This is an optimization exercise on Yosys and OpenROAD, whose aim is small area, a short achievable clock period and few clock cycles per item, not a production implementation.
Function was checked by simulation only, so behaviour that the tests miss may differ from the original.
No activity file was given, so power comes from the tool's default toggle rates.

## run 1
// icache_refill
module icache_refill #(
    parameter int unsigned NUM_SETS        = 16,
    parameter int unsigned WORDS_PER_BLOCK = 8,
    parameter logic [31:0] NOP_INSTR       = 32'h00000013
) (
    input  logic        CLK,
    input  logic        RST,
    input  logic [31:0] PC,
    input  logic        flush,
    output logic [31:0] rd,
    output logic        hit,
    output logic        stall,
    output logic        mem_req,
    output logic [31:0] mem_addr,
    input  logic        mem_ack,
    input  logic [31:0] mem_rdata
);
==> flow/config.mk <==
export PLATFORM = sky130hd
export DESIGN_NAME = icache_refill
export DESIGN_NICKNAME = icache_refill
export VERILOG_FILES = /design/flow/design.v
export SDC_FILE = /design/flow/constraint.sdc
export NUM_CORES = 8
export LEC_CHECK = 0
export CAP_MARGIN = 20
export CORE_MARGIN = 2
export CORE_UTILIZATION = 55
export CTS_BUF_LIST = sky130_fd_sc_hd__clkbuf_16
export CTS_CLUSTER_DIAMETER = 80
export CTS_CLUSTER_SIZE = 20
export PLACE_DENSITY = 0.65
export SETUP_SLACK_MARGIN = 2.0
export SLEW_MARGIN = 20
export SYNTH_MEMORY_MAX_BITS = 16384
==> flow/constraint.sdc <==
create_clock -name core_clock -period 7.0 [get_ports {CLK}]
set_input_delay 1.4000 -clock core_clock [delete_from_list [all_inputs] [get_ports {CLK}]]
set_output_delay 1.4000 -clock core_clock [all_outputs]
set_load 0.01 [all_outputs]
run.sh (not shown) runs the stock make flow with config.mk's settings and CLKGATE_MAP_FILE= SYNTH_SCRIPT=/design/flow/synth_recipe.tcl, a recipe that flattens the netlist after the stock synthesis.
The final layout from run 1, which completed every stage, passed the timing, design-rule and antenna checks at the end of the flow.
Testbench counts of run 1, summed over its fixed seeds: cycles 72,820, fetches 64,000.
Modified inputs, run 2 compared to run 1
Settings: CORE_UTILIZATION: 55 -> 60; CTS_CLUSTER_SIZE: 20 -> 25; CTS_CLUSTER_DIAMETER: 80 -> 90; CAP_MARGIN: 20 -> 40; PLACE_DENSITY: 0.65 -> 0.7; SLEW_MARGIN: 20 -> 80.
### Flow results
- The share of the final layout cell area in sequential cells of run 2 is lower than that of run 1.
- Against run 1 as the reference, run 2 delivers a higher maximum ir drop on the vdd rail.
- Run 1 → run 2: first-pass GRT wire length lower; non-clock buffer count went up; final area saw an increase; cell-internal power lower.
- Delta(combinational fraction of design power, run 2 - run 1) > 0
- Taking run 1 as the reference, in run 2 post-cts repair resize count fell by 75, cell count after placement rose by 1.7%.
#### Input delta (run 3 over run 2)
Settings: swapping 40 for 20 in CAP_MARGIN; swapping 80 for 20 in SLEW_MARGIN.
==> flow/flow/run.sh (new file) <==
#!/bin/bash
# The standard layout (the standard.sh: ORFS from synthesis to the final layout),
# with gate sizing allowed to change a cell's footprint (the platform default restricts
# timing repair to swaps between cells of the same width). ORFS writes each step's log
# under orfs/logs; make's own output goes to standard_flow.log here.
set -euo pipefail
bash standard.sh MATCH_CELL_FOOTPRINT=0 finish > standard_flow.log 2>&1
==> flow/standard.sh (new file) <==
#!/bin/bash
# synth_recipe.tcl (not shown) runs the flow's synth.tcl, then flattens the netlist and writes it again
# the make line also repeats each setting of config.mk as NAME=value (left out here)
make -C /OpenROAD-flow-scripts/flow DESIGN_CONFIG=/design/flow/config.mk WORK_HOME=/design/flow/orfs CLKGATE_MAP_FILE= SYNTH_SCRIPT=/design/flow/synth_recipe.tcl "${@:-finish}"
removed: flow/run.sh
Findings:
| count of nets after finishing | run 3 vs run 2 | about 4% lower |
Largest net degree at the start of global routing of run 3 exceeds that of run 2 by more than 100%.
~same proportion of synthesized area in mux cells in run 2 and run 3
Number of antenna violations at the first check in global routing: higher on run 2
Per the comparison of run 3 with run 2, clock-cell share of area increased by 0.27 points relative to the old numbers; number of clock buffers in the layout rose 3; combinational share of power went down 0.6 points.
Compared with run 2, placement density in the core of run 3 is lower.
[run 3] number of filler cells placed in the layout rose about 9% relative to run 2
[run 3] sequential cell area share rose 3.0 points relative to run 2
The inputs of run 4 differ from those of run 3 as listed below.
Settings: swapping 0.7 for 0.65 in PLACE_DENSITY; swapping 60 for 55 in CORE_UTILIZATION.
==> flow/run.sh (new file) <==
#!/bin/bash
# synth_recipe.tcl (not shown) runs the flow's synth.tcl, then flattens the netlist and writes it again
# the make line also repeats each setting of config.mk as NAME=value (left out here)
make -C /OpenROAD-flow-scripts/flow DESIGN_CONFIG=/design/flow/config.mk WORK_HOME=/design/flow/orfs CLKGATE_MAP_FILE= SYNTH_SCRIPT=/design/flow/synth_recipe.tcl finish
removed: flow/flow/run.sh
removed: flow/standard.sh
==> summary.txt <==
As of run 4, net count of the finished layout had fallen slightly compared to run 3. Multiplexer fraction of the synthesized cell area came out exactly the same in run 3 and run 4. Run 4 vs. run 3: wire length on met3 lost 8.6%; biggest cell delay along the critical path picked up an extra 0.29 ns; global routing met2 resource utilization lost 3.3 points. Worst setup path endpoint: rd[6] -> run 3, rd[20] -> run 4. Routed wire length for run 4 is lower than for run 3. Run 4 reports its master of the slowest instance on the critical path as sky130_fd_sc_hd__o211ai_1 while run 3 reports sky130_fd_sc_hd__or4_4.

-- what the ideal ports hide --
No port has a modelled driver above. Below, the same layouts with a new extraction and two added sets of constraints. Step 1, drivers: a clkbuf_16 drives CLK and a buf_2 each remaining input, both assumed. Step 2, shift: input delay + t, output delay - t, t = (earliest + latest rising clock arrival at the registers) / 2. This alone moves slack from input paths to output paths. a / b / c = no drivers / after step 1 / after step 2; a / b = the first two.
run | t, ns | setup slack, ns | worst hold slack (ns) | clock arrival spread, ns | pins driven straight from the clock port
run 1 | 1.060 | 1.071 / 0.812 / 0.812 | 0.317 / 0.317 / 0.317 | 0.072 / 0.072 | 1
run 2 | 1.014 | 1.120 / 0.931 / 0.931 | 0.334 / 0.334 / 0.334 | 0.045 / 0.045 | 1
run 3 | 0.999 | 1.311 / 0.981 / 0.981 | 0.317 / 0.317 / 0.317 | 0.048 / 0.048 | 1
run 4 | 1.010 | 1.200 / 0.868 / 0.868 | 0.336 / 0.336 / 0.336 | 0.046 / 0.047 | 1
After both steps setup and hold are still met in every run listed. For run 4, which loses most, drivers alone change the setup slack by -0.332 ns; drivers and shift together by -0.332 ns.
